What follows belongs to an exercise in optimizing a design on an open flow for small area, a short achievable clock period and few clock cycles; a production flow would make more cautious choices. Function was checked by simulation only, so behaviour that the tests miss may differ from the original.

`design.v`:
```
`timescale 1ns / 1ps
`default_nettype none
package rctw_pkg;
  localparam int FRAC_BITS_DEF = 16;
  localparam int MAX_SCREEN    = 2048;
  localparam int MAX_TEX       = 256;
  localparam int IN_TDATA_W  = 160;
  localparam int OUT_TDATA_W = 64;
  localparam int OUT_TUSER_W = 4;
  localparam int CFG_IDX_W   = 3;
  localparam int CFG_DATA_W  = 24;
  localparam int TEXW_W   = 9;    
  localparam int SCR_W    = 12;   
  localparam int ROW_CMP_W = 13;  
  localparam int LH_W     = 16;
  localparam int STEP_W   = 32;
  localparam int POS_W    = 40;
  localparam int OFF_W    = 17;
  localparam int PROD_W   = 43;   
  localparam logic [7:0] TEX_COL_MASK = 8'(MAX_TEX - 1);
  typedef enum logic [2:0] {
    CFG_TEX_WIDTH     = 3'd0,
    CFG_TEX_HEIGHT    = 3'd1,
    CFG_SCREEN_WIDTH  = 3'd2,
    CFG_SCREEN_HEIGHT = 3'd3,
    CFG_SKY_COLOR     = 3'd4,
    CFG_FLOOR_COLOR   = 3'd5
  } cfg_reg_t;
  localparam logic [1:0] REGION_SKY   = 2'd0;
  localparam logic [1:0] REGION_WALL  = 2'd1;
  localparam logic [1:0] REGION_FLOOR = 2'd2;
  localparam logic [1:0] TEX_NORTH = 2'd0;
  localparam logic [1:0] TEX_SOUTH = 2'd1;
  localparam logic [1:0] TEX_WEST  = 2'd2;
  localparam logic [1:0] TEX_EAST  = 2'd3;
  localparam logic OP_COLUMN = 1'b0;
  localparam logic OP_ROW    = 1'b1;
  typedef enum logic [2:0] {
    ST_IDLE,
    ST_PROD,
    ST_SUM,
    ST_COL,
    ST_MIRR,
    ST_DIV,
    ST_POS
  } ctrl_state_t;
  typedef struct packed {
    logic        op;
    logic [10:0] column;
    logic [21:0] pos_x;
    logic [21:0] pos_y;
    logic [17:0] ray_dir_x;
    logic [17:0] ray_dir_y;
    logic [23:0] perp_dist;
    logic        hit_side;
    logic [15:0] line_height;
    logic [10:0] draw_start;
    logic [10:0] draw_end;
  } in_item_t;
  typedef struct packed {
    logic        last_row;
    logic [23:0] flat_color;
    logic [15:0] texel_index;
    logic [1:0]  texture_id;
    logic [1:0]  region;
    logic [21:0] pixel_addr;
  } out_item_t;
  typedef struct packed {
    logic col_load;
    logic row_load;
    logic prod_en;
    logic sum_en;
    logic col_en;
    logic mirr_en;
    logic pos_en;
  } ctrl_cmd_t;
  typedef struct packed {
    logic queue_full;
    logic div_last;
  } dp_status_t;
endpackage
`default_nettype wire
`timescale 1ns / 1ps
`default_nettype none
module rctw_div #(
  parameter int DIVIDEND_W = 25,
  parameter int DIVISOR_W  = 16
) (
  input  logic                  clk,
  input  logic                  rst_n,
  input  logic                  start,
  input  logic [DIVIDEND_W-1:0] dividend,
  input  logic [DIVISOR_W-1:0]  divisor,
  output logic [DIVIDEND_W-1:0] quotient,
  output logic                  last
);
  localparam int CNT_W = $clog2(DIVIDEND_W + 1);
  logic [CNT_W-1:0]      cnt_r;
  logic [DIVISOR_W-1:0]  div_r;
  logic [DIVISOR_W-1:0]  rem_r;
  logic [DIVIDEND_W-1:0] quo_r;
  logic [DIVISOR_W:0]    trial;
  logic [DIVISOR_W:0]    diff;
  logic                  fits;
  assign trial = {rem_r, quo_r[DIVIDEND_W-1]};
  assign diff  = trial - {1'b0, div_r};
  assign fits  = ~diff[DIVISOR_W];
  always_ff @(posedge clk) begin
    if (!rst_n) begin
      cnt_r <= '0;
    end else if (start) begin
      cnt_r <= CNT_W'(DIVIDEND_W);
    end else if (cnt_r != '0) begin
      cnt_r <= cnt_r - CNT_W'(1);
    end
  end
  always_ff @(posedge clk) begin
    if (start) begin
      div_r <= divisor;
      rem_r <= '0;
      quo_r <= dividend;
    end else if (cnt_r != '0) begin
      rem_r <= fits ? diff[DIVISOR_W-1:0] : trial[DIVISOR_W-1:0];
      quo_r <= {quo_r[DIVIDEND_W-2:0], fits};
    end
  end
  assign quotient = quo_r;
  assign last     = (cnt_r == CNT_W'(1));
endmodule
`default_nettype wire
`timescale 1ns / 1ps
`default_nettype none
module rctw_ctrl (
  input  logic                  clk,
  input  logic                  rst_n,
  input  logic                  in_tvalid,
  input  logic                  in_op,
  output logic                  in_tready,
  input  rctw_pkg::dp_status_t  status,
  output rctw_pkg::ctrl_cmd_t   cmd
);
  rctw_pkg::ctrl_state_t state_r;
  rctw_pkg::ctrl_state_t state_nxt;
  logic                  accept;
  assign accept = in_tvalid && in_tready;
  always_ff @(posedge clk) begin
    if (!rst_n) begin
      state_r <= rctw_pkg::ST_IDLE;
    end else begin
      state_r <= state_nxt;
    end
  end
  always_comb begin
    state_nxt = state_r;
    case (state_r)
      rctw_pkg::ST_IDLE: begin
        if (accept && (in_op == rctw_pkg::OP_COLUMN)) begin
          state_nxt = rctw_pkg::ST_PROD;
        end
      end
      rctw_pkg::ST_PROD: state_nxt = rctw_pkg::ST_SUM;
      rctw_pkg::ST_SUM:  state_nxt = rctw_pkg::ST_COL;
      rctw_pkg::ST_COL:  state_nxt = rctw_pkg::ST_MIRR;
      rctw_pkg::ST_MIRR: state_nxt = rctw_pkg::ST_DIV;
      rctw_pkg::ST_DIV: begin
        if (status.div_last) begin
          state_nxt = rctw_pkg::ST_POS;
        end
      end
      rctw_pkg::ST_POS:  state_nxt = rctw_pkg::ST_IDLE;
      default:           state_nxt = rctw_pkg::ST_IDLE;
    endcase
  end
  always_comb begin
    in_tready = 1'b0;
    cmd       = '0;
    case (state_r)
      rctw_pkg::ST_IDLE: begin
        in_tready    = !status.queue_full;
        cmd.col_load = in_tvalid && !status.queue_full && (in_op == rctw_pkg::OP_COLUMN);
        cmd.row_load = in_tvalid && !status.queue_full && (in_op == rctw_pkg::OP_ROW);
      end
      rctw_pkg::ST_PROD: cmd.prod_en = 1'b1;
      rctw_pkg::ST_SUM:  cmd.sum_en  = 1'b1;
      rctw_pkg::ST_COL:  cmd.col_en  = 1'b1;
      rctw_pkg::ST_MIRR: cmd.mirr_en = 1'b1;
      rctw_pkg::ST_DIV:  cmd         = '0;
      rctw_pkg::ST_POS:  cmd.pos_en  = 1'b1;
      default:           cmd         = '0;
    endcase
  end
endmodule
`default_nettype wire
`timescale 1ns / 1ps
`default_nettype none
module rctw_datapath #(
  parameter int FRAC_BITS = rctw_pkg::FRAC_BITS_DEF
) (
  input  logic                            clk,
  input  logic                            rst_n,
  input  logic                            cfg_we,
  input  logic [rctw_pkg::CFG_IDX_W-1:0]  cfg_index,
  input  logic [rctw_pkg::CFG_DATA_W-1:0] cfg_data,
  input  rctw_pkg::in_item_t              in_item,
  input  rctw_pkg::ctrl_cmd_t             cmd,
  output rctw_pkg::dp_status_t            status,
  output rctw_pkg::out_item_t             out_item,
  output logic                            out_valid,
  input  logic                            out_ready
);
  localparam int HW    = 2 * FRAC_BITS;
  localparam int DW    = rctw_pkg::TEXW_W + FRAC_BITS;
  localparam int QX    = (DW > rctw_pkg::STEP_W) ? DW : rctw_pkg::STEP_W + 1;
  localparam int CPW   = FRAC_BITS + rctw_pkg::TEXW_W;
  logic [8:0]  tex_width_r;
  logic [8:0]  tex_height_r;
  logic [11:0] screen_width_r;
  logic [11:0] screen_height_r;
  logic [23:0] sky_color_r;
  logic [23:0] floor_color_r;
  always_ff @(posedge clk) begin
    if (!rst_n) begin
      tex_width_r     <= 9'd64;
      tex_height_r    <= 9'd64;
      screen_width_r  <= 12'd640;
      screen_height_r <= 12'd480;
      sky_color_r     <= '0;
      floor_color_r   <= '0;
    end else if (cfg_we) begin
      case (cfg_index)
        rctw_pkg::CFG_TEX_WIDTH:     tex_width_r     <= cfg_data[8:0];
        rctw_pkg::CFG_TEX_HEIGHT:    tex_height_r    <= cfg_data[8:0];
        rctw_pkg::CFG_SCREEN_WIDTH:  screen_width_r  <= cfg_data[11:0];
        rctw_pkg::CFG_SCREEN_HEIGHT: screen_height_r <= cfg_data[11:0];
        rctw_pkg::CFG_SKY_COLOR:     sky_color_r     <= cfg_data;
        rctw_pkg::CFG_FLOOR_COLOR:   floor_color_r   <= cfg_data;
        default: ;
      endcase
    end
  end
  logic [21:0] pos_sel_r;
  logic [17:0] ray_sel_r;
  logic [23:0] perp_r;
  logic        side_r;
  logic        rdx_neg_r;
  logic        rdy_neg_r;
  logic [15:0] lh_r;
  logic [10:0] ds_r;
  always_ff @(posedge clk) begin
    if (cmd.col_load) begin
      pos_sel_r <= in_item.hit_side ? in_item.pos_x : in_item.pos_y;
      ray_sel_r <= in_item.hit_side ? in_item.ray_dir_x : in_item.ray_dir_y;
      perp_r    <= in_item.perp_dist;
      side_r    <= in_item.hit_side;
      rdx_neg_r <= in_item.ray_dir_x[17];
      rdy_neg_r <= in_item.ray_dir_y[17];
      lh_r      <= in_item.line_height;
      ds_r      <= in_item.draw_start;
    end
  end
  logic signed [rctw_pkg::PROD_W-1:0] prod_r;
  logic [HW-1:0]                      hit_sum;
  logic [FRAC_BITS-1:0]               frac_r;
  logic signed [rctw_pkg::OFF_W-1:0]  off_r;
  logic [CPW-1:0]                     colprod_r;
  logic [8:0]                         col9;
  logic [8:0]                         col_mirr;
  logic [8:0]                         col_sel;
  logic                               mirror;
  assign hit_sum  = HW'({pos_sel_r, {FRAC_BITS{1'b0}}}) + HW'(prod_r);
  assign col9     = colprod_r[CPW-1:FRAC_BITS];
  assign col_mirr = tex_width_r - col9 - 9'd1;
  assign mirror   = side_r ? rdy_neg_r : !rdx_neg_r;
  assign col_sel  = mirror ? col_mirr : col9;
  always_ff @(posedge clk) begin
    if (cmd.prod_en) begin
      prod_r <= $signed({1'b0, perp_r}) * $signed(ray_sel_r);
    end
    if (cmd.sum_en) begin
      frac_r <= hit_sum[HW-1:FRAC_BITS];
      off_r  <= $signed({6'd0, ds_r}) - $signed({6'd0, screen_height_r[11:1]})
              + $signed({2'd0, lh_r[15:1]});
    end
    if (cmd.col_en) begin
      colprod_r <= frac_r * tex_width_r;
    end
  end
  logic [DW-1:0] div_quo;
  logic          div_last;
  logic [15:0]   divisor;
  logic [QX-1:0] quo_ext;
  logic [31:0]   step_val;
  logic signed [rctw_pkg::OFF_W+rctw_pkg::STEP_W:0] pos_prod;
  assign divisor  = (lh_r == 16'd0) ? 16'd1 : lh_r;
  assign quo_ext  = QX'(div_quo);
  assign step_val = (|quo_ext[QX-1:rctw_pkg::STEP_W]) ? '1 : quo_ext[rctw_pkg::STEP_W-1:0];
  assign pos_prod = off_r * $signed({1'b0, step_val});
  rctw_div #(
    .DIVIDEND_W (DW),
    .DIVISOR_W  (rctw_pkg::LH_W)
  ) u_div (
    .clk      (clk),
    .rst_n    (rst_n),
    .start    (cmd.mirr_en),
    .dividend ({tex_width_r, {FRAC_BITS{1'b0}}}),
    .divisor  (divisor),
    .quotient (div_quo),
    .last     (div_last)
  );
  logic [10:0] cur_column_r;
  logic [11:0] row_count_r;
  logic [11:0] row_count_nxt;
  logic [10:0] slice_top_r;
  logic [10:0] slice_bottom_r;
  logic [7:0]  tex_column_r;
  logic [1:0]  tex_select_r;
  logic [39:0] tex_position_r;
  logic [39:0] tex_position_nxt;
  logic [31:0] tex_step_r;
  logic [12:0] eff_h;
  logic        row_active;
  logic        row_fire;
  logic        is_sky;
  logic        is_wall;
  logic [8:0]  hmask;
  logic [8:0]  trow;
  logic [17:0] texel_prod;
  logic [15:0] texel_sum;
  logic [23:0] addr_prod;
  rctw_pkg::out_item_t row_item;
  assign eff_h      = ({1'b0, screen_height_r} < 13'(rctw_pkg::MAX_SCREEN))
                    ? {1'b0, screen_height_r} : 13'(rctw_pkg::MAX_SCREEN);
  assign row_active = {1'b0, row_count_r} < eff_h;
  assign row_fire   = cmd.row_load && row_active;
  assign is_sky     = row_count_r < {1'b0, slice_top_r};
  assign is_wall    = !is_sky && (row_count_r <= {1'b0, slice_bottom_r});
  assign hmask      = tex_height_r - 9'd1;
  assign trow       = tex_position_r[FRAC_BITS+8:FRAC_BITS] & hmask;
  assign texel_prod = trow * tex_width_r;
  assign texel_sum  = texel_prod[15:0] + {8'd0, tex_column_r};
  assign addr_prod  = row_count_r * screen_width_r;
  always_comb begin
    row_item.pixel_addr  = addr_prod[21:0] + {11'd0, cur_column_r};
    row_item.texture_id  = tex_select_r;
    row_item.last_row    = (({1'b0, row_count_r} + 13'd1) == {1'b0, screen_height_r});
    if (is_sky) begin
      row_item.region      = rctw_pkg::REGION_SKY;
      row_item.texel_index = '0;
      row_item.flat_color  = sky_color_r;
    end else if (is_wall) begin
      row_item.region      = rctw_pkg::REGION_WALL;
      row_item.texel_index = texel_sum;
      row_item.flat_color  = '0;
    end else begin
      row_item.region      = rctw_pkg::REGION_FLOOR;
      row_item.texel_index = '0;
      row_item.flat_color  = floor_color_r;
    end
  end
  always_comb begin
    row_count_nxt = row_count_r;
    if (cmd.col_load) begin
      row_count_nxt = '0;
    end else if (row_fire) begin
      row_count_nxt = row_count_r + 12'd1;
    end
  end
  always_comb begin
    tex_position_nxt = tex_position_r;
    if (cmd.pos_en) begin
      tex_position_nxt = pos_prod[rctw_pkg::POS_W-1:0];
    end else if (row_fire && is_wall) begin
      tex_position_nxt = tex_position_r + {8'd0, tex_step_r};
    end
  end
  always_ff @(posedge clk) begin
    if (!rst_n) begin
      cur_column_r   <= '0;
      row_count_r    <= '0;
      slice_top_r    <= '0;
      slice_bottom_r <= '0;
      tex_column_r   <= '0;
      tex_select_r   <= '0;
      tex_position_r <= '0;
      tex_step_r     <= '0;
    end else begin
      row_count_r    <= row_count_nxt;
      tex_position_r <= tex_position_nxt;
      if (cmd.col_load) begin
        cur_column_r   <= in_item.column;
        slice_top_r    <= in_item.draw_start;
        slice_bottom_r <= in_item.draw_end;
        if (in_item.hit_side) begin
          tex_select_r <= in_item.ray_dir_y[17] ? rctw_pkg::TEX_NORTH : rctw_pkg::TEX_SOUTH;
        end else begin
          tex_select_r <= in_item.ray_dir_x[17] ? rctw_pkg::TEX_WEST : rctw_pkg::TEX_EAST;
        end
      end
      if (cmd.mirr_en) begin
        tex_column_r <= col_sel[7:0] & rctw_pkg::TEX_COL_MASK;
      end
      if (cmd.pos_en) begin
        tex_step_r <= step_val;
      end
    end
  end
  rctw_pkg::out_item_t q0_r;
  rctw_pkg::out_item_t q1_r;
  logic [1:0]          cnt_r;
  logic                pop;
  assign pop = out_valid && out_ready;
  always_ff @(posedge clk) begin
    if (!rst_n) begin
      cnt_r <= '0;
    end else if (row_fire && !pop) begin
      cnt_r <= cnt_r + 2'd1;
    end else if (pop && !row_fire) begin
      cnt_r <= cnt_r - 2'd1;
    end
  end
  always_ff @(posedge clk) begin
    if (pop) begin
      q0_r <= (row_fire && (cnt_r == 2'd1)) ? row_item : q1_r;
      if (row_fire) begin
        q1_r <= row_item;
      end
    end else if (row_fire) begin
      if (cnt_r == 2'd0) begin
        q0_r <= row_item;
      end else begin
        q1_r <= row_item;
      end
    end
  end
  assign out_item          = q0_r;
  assign out_valid         = (cnt_r != 2'd0);
  assign status.queue_full = (cnt_r == 2'd2);
  assign status.div_last   = div_last;
endmodule
`default_nettype wire
`timescale 1ns / 1ps
`default_nettype none
module raycast_column_texture_walker_core #(
  parameter int FRAC_BITS = rctw_pkg::FRAC_BITS_DEF
) (
  input  logic                             clk,
  input  logic                             rst_n,
  input  logic                             cfg_valid,
  output logic                             cfg_ready,
  input  logic [rctw_pkg::CFG_IDX_W-1:0]   cfg_index,
  input  logic [rctw_pkg::CFG_DATA_W-1:0]  cfg_data,
  input  logic                             in_tvalid,
  output logic                             in_tready,
  input  logic [rctw_pkg::IN_TDATA_W-1:0]  in_tdata,
  input  logic                             in_tuser,
  output logic                             out_tvalid,
  input  logic                             out_tready,
  output logic [rctw_pkg::OUT_TDATA_W-1:0] out_tdata,
  output logic [rctw_pkg::OUT_TUSER_W-1:0] out_tuser,
  output logic                             out_tlast
);
  rctw_pkg::in_item_t   in_item;
  rctw_pkg::out_item_t  out_item;
  rctw_pkg::ctrl_cmd_t  cmd;
  rctw_pkg::dp_status_t status;
  always_comb begin
    in_item.op          = in_tuser;
    in_item.column      = in_tdata[10:0];
    in_item.pos_x       = in_tdata[32:11];
    in_item.pos_y       = in_tdata[54:33];
    in_item.ray_dir_x   = in_tdata[72:55];
    in_item.ray_dir_y   = in_tdata[90:73];
    in_item.perp_dist   = in_tdata[114:91];
    in_item.hit_side    = in_tdata[115];
    in_item.line_height = in_tdata[131:116];
    in_item.draw_start  = in_tdata[142:132];
    in_item.draw_end    = in_tdata[153:143];
  end
  assign cfg_ready = 1'b1;
  rctw_ctrl u_ctrl (
    .clk       (clk),
    .rst_n     (rst_n),
    .in_tvalid (in_tvalid),
    .in_op     (in_item.op),
    .in_tready (in_tready),
    .status    (status),
    .cmd       (cmd)
  );
  rctw_datapath #(
    .FRAC_BITS (FRAC_BITS)
  ) u_dp (
    .clk       (clk),
    .rst_n     (rst_n),
    .cfg_we    (cfg_valid && cfg_ready),
    .cfg_index (cfg_index),
    .cfg_data  (cfg_data),
    .in_item   (in_item),
    .cmd       (cmd),
    .status    (status),
    .out_item  (out_item),
    .out_valid (out_tvalid),
    .out_ready (out_tready)
  );
  assign out_tdata = {2'd0, out_item.flat_color, out_item.texel_index, out_item.pixel_addr};
  assign out_tuser = {out_item.texture_id, out_item.region};
  assign out_tlast = out_item.last_row;
endmodule
`default_nettype wire
```
`run.sh`:
```
#!/bin/bash
# synth_recipe.tcl (not shown) runs the flow's synth.tcl, then flattens the netlist and writes it again
# the make line also repeats each setting of config.mk as NAME=value (left out here)
make -C /OpenROAD-flow-scripts/flow DESIGN_CONFIG=/design/flow/config.mk WORK_HOME=/design/flow/orfs CLKGATE_MAP_FILE= SYNTH_SCRIPT=/design/flow/synth_recipe.tcl finish
```
`config.mk`:
```
export PLATFORM = sky130hd
export DESIGN_NAME = raycast_column_texture_walker_core
export DESIGN_NICKNAME = raycast_column_texture_walker_core
export VERILOG_FILES = /design/flow/design.v
export SDC_FILE = /design/flow/constraint.sdc
export NUM_CORES = 4
export LEC_CHECK = 0
export CAP_MARGIN = 20
export CORE_MARGIN = 2
export CORE_UTILIZATION = 40
export SLEW_MARGIN = 20
```
`constraint.sdc`:
```
create_clock -name core_clock -period 10.0 [get_ports {clk}]
set_input_delay 2.0000 -clock core_clock [delete_from_list [all_inputs] [get_ports {clk}]]
set_output_delay 2.0000 -clock core_clock [all_outputs]
set_load 0.01 [all_outputs]
```
==> notes.md <==
* H-tree levels at 3
* Max cap viols at 0
* Slew headroom at 0.2567
* Total length of routed wires at 136300 µm
* Number of synthesized flops with an enable pin at 304
* Pin count of the biggest net entering global routing at 74
* Syn-to-layout area delta at 10.98%
* WP buf/inv at 5
* Tmin final at 7337 ps
* Final ANT Viol Nets at 0
* Largest stage delay, worst path at 1010 ps
* # DRC at 0
* Number of detailed-route iterations in the first pass at 5
* Layout cells sized above 1 at 0.04126
* Non-Filler Cell Area, Final at 62710 µm²
* CP Capture Type: register
* Post-synth top cells: nand2_1, inv_1, fa_1
* First DRT Iteration DRCs at 2082
* Measured slew at the worst slew-check pin at 1115 ps
* Status: no timing/DRC/antenna violations
* Syn_area_per_cell at 9.325 µm²
* CTS Buffer Depth at 3
* Largest area contributor in the netlist: fa_1
* Initial Utilization at 0.4040
* Post-Syn Area at 56510 µm²
* Core area at 139900 µm²
* Skew final at 37.17 ps
* Chip width at 379.9 µm
* RSZ-0062 raised after global routing: false
* DR vias at 40245
* Root Driver: clkbuf_16
* Final nets at 7533
* Die Height at 379.9 µm
* Setup bufs post-CTS at 0
* Warnings from Yosys at 4
* Antenna violations before repair at 12
* Dominant synthesized flop cell: edfxtp_1
* Slowest-stage cell, CP: edfxtp_1
* Final period utilization at 0.7337
* Row count at 137
* Worst skew pair latency at 680 ps
* F_max at 0.1363 GHz
* IO Count at 265
* Fill cells at 13573
* Worst EP arrival at 7740 ps
* Post-DP HPWL at 103900 µm
* CP delay by family, top: adder cells
* Post-cts repair resize count at 0
* Register area share after synthesis at 0.2455
* Critical path peak fanout at 24
* Num CTS Buffers at 67
* Vias in the first global route at 42372
* Global-route wire length before repair at 226200 µm
* Hold Path Class: reg2reg
* Gr ovfl total at 0
* Die ar. at 144300 µm²
* WL/cell at 16.96 µm
* Asr flop ratio synth at 0
* Post-DR vias/cell at 5.009
* Clock sink total at 541
* Critical path startpoint category: register
* Most used cell, CP: fa_1
* CTS Hold Buffers Added at 0
* Buffers on Ports at 243
* Placed cell area at 60490 µm²
* Unique cell type count in the Yosys netlist at 75
* Count of final setup violators at 0
* Clock transition at path regs at 60 ps
* TNS Setup at 0 ps
* Slew Viols, Final at 0
* Area contributors post-synth: fa_1, edfxtp_1, ha_1
* Fin. Hold Viols at 0
* Yosys reg bits at 541
* Syn Inst Count at 6060
* Routability congestion estimate at 0.8543
* Total track usage at 0.1946
* Required @ worst endpoint at 10410 ps
* Top-area cell type share of the netlist area at 0.2792
* CP Class: reg2reg
* Most frequent cell after synthesis: nand2_1
* CTS tree: yes
* Finished Core Util at 0.4483
* Crit-path cells: nand2_1 > fa_1 > inv_1 > fa_1 > inv_1 > fa_1 > inv_1 > fa_1 > inv_1 > fa_1 > inv_1 > fa_1 > ha_1 > nand2_1 > o21ai_0 > a21oi_1 > o21ai_0 > o21ai_0 > a211oi_1 > nor3_1 > o21bai_1 > xor2_1
## registers in the layout, indices dropped and copies added (netlist names), 12 cells and up
register,count
u_dp.ray_sel_r,18
u_dp.q1_r,67
u_dp.tex_position_r,25
u_dp.screen_height_r,12
u_dp.floor_color_r,24
u_dp.tex_step_r,25
u_dp.sky_color_r,24
u_dp.row_count_r,12
u_dp.screen_width_r,12
u_dp.q0_r,67
u_dp.u_div.quo_r,25
u_dp.prod_r,16
u_dp.pos_sel_r,16
u_dp.u_div.rem_r,16
u_dp.lh_r,16
u_dp.u_div.div_r,16
u_dp.perp_r,24
u_dp.off_r,17
u_dp.frac_r,16
## kinds of logic (layout without fill, tap and decap cells)
group,Yosys count,after routing,share of synthesized area
and+or+nand+nor,2003,2003,0.1624
buffers and inverters,1317,1412,0.08826
adders and majority gates,1236,1236,0.3784
AOI/OAI and AO/OA,647,647,0.07320
DFF,541,541,0.2455
xor gates and xnor gates,224,224,0.03472
muxes,90,90,0.01745
other,2,6,0.0001329
## layer usage
metal,vias to the layer above,routed length [µm],track usage
met5,-,105,0
met4,16,4040,0.06312
met3,204,6794,0.02899
met2,858,65690,0.3306
met1,20086,59630,0.2545
li1,19081,-,-
## cell type report
| cell class | instances | area (µm²) | area share |
|---|---|---|---|
| clock buffer | 86 | 1799 | 0.02869 |
| clock inverter | 35 | 405.4 | 0.006464 |
| multi-input combinational | 4203 | 37710 | 0.6013 |
| tap | 1876 | 2347 | 0.03743 |
| sequential | 541 | 13870 | 0.2212 |
| timing repair buffer | 292 | 2810 | 0.04481 |
| antenna | 3 | 7.507 | 0.0001197 |
| inverter | 999 | 3757 | 0.05991 |
## worst min-delay path, cell delays in order (launching register included)
cell,delay [ps]
dfxtp_1,310
nand2_1,50
a21oi_1,50
## worst paths after layout
path	slack, ps	cells after the start	to	start
worst max-delay path	2660	22	u_dp.prod_r[30]	u_dp.ray_sel_r[3]
worst min-delay path	450	2	u_dp.sky_color_r[13]	u_dp.sky_color_r[13]
worst max register to register	2660	22	u_dp.prod_r[30]	u_dp.ray_sel_r[3]
worst min register to register	450	2	u_dp.sky_color_r[13]	u_dp.sky_color_r[13]
## placed cells by master, fill, tap and decap left out, types with 45 or more instances in the layout
master,n
nand3_1,45
clkbuf_16,67
edfxtp_1,304
buf_4,48
dfxtp_1,236
ha_1,448
o21ai_0,88
nand2_1,1192
xnor2_1,158
xor2_1,66
mux2_2,68
inv_1,996
a21oi_1,263
and2_1,359
nor3_1,58
clkdlybuf4s50_1,241
nor2_1,136
and3_1,55
fa_1,788
## metrics by stage
step	hold slack [ps]	instances	worst slack, ps
after floorplan	429.9	6061	3673
after global placement	441.3	7910	2679
after detailed placement	446.6	7911	2638
after CTS	455.1	8032	2630
after global routing	473.8	8035	2120
final	452.7	8035	2663
Testbench counts, summed over its fixed seeds: cycles 29,688.

## afterwards: timing with drivers on the ports
The results above use ideal ports. As a check the final layout listed here was re-extracted and re-timed, cells and wires unchanged.
Step 1: set_driving_cell puts a clkbuf_16 on clk and a buf_2 on each other input, an assumption about the parent block.
Step 2 also shifts input and output timing later by t, the mid clock arrival at the registers, as if the neighbouring blocks saw the same clock.
a / b / c = ideal / step 1 / step 2; a / b = the first two.
shift t [ns]: 0.728
setup WS [ns]: 2.663 / 2.663 / 2.663
worst setup path after step 2: register to register
After both steps setup and hold are still met in this run. The setup slack of this run moves by 0.000 ns with the drivers and by 0.000 ns with both steps.
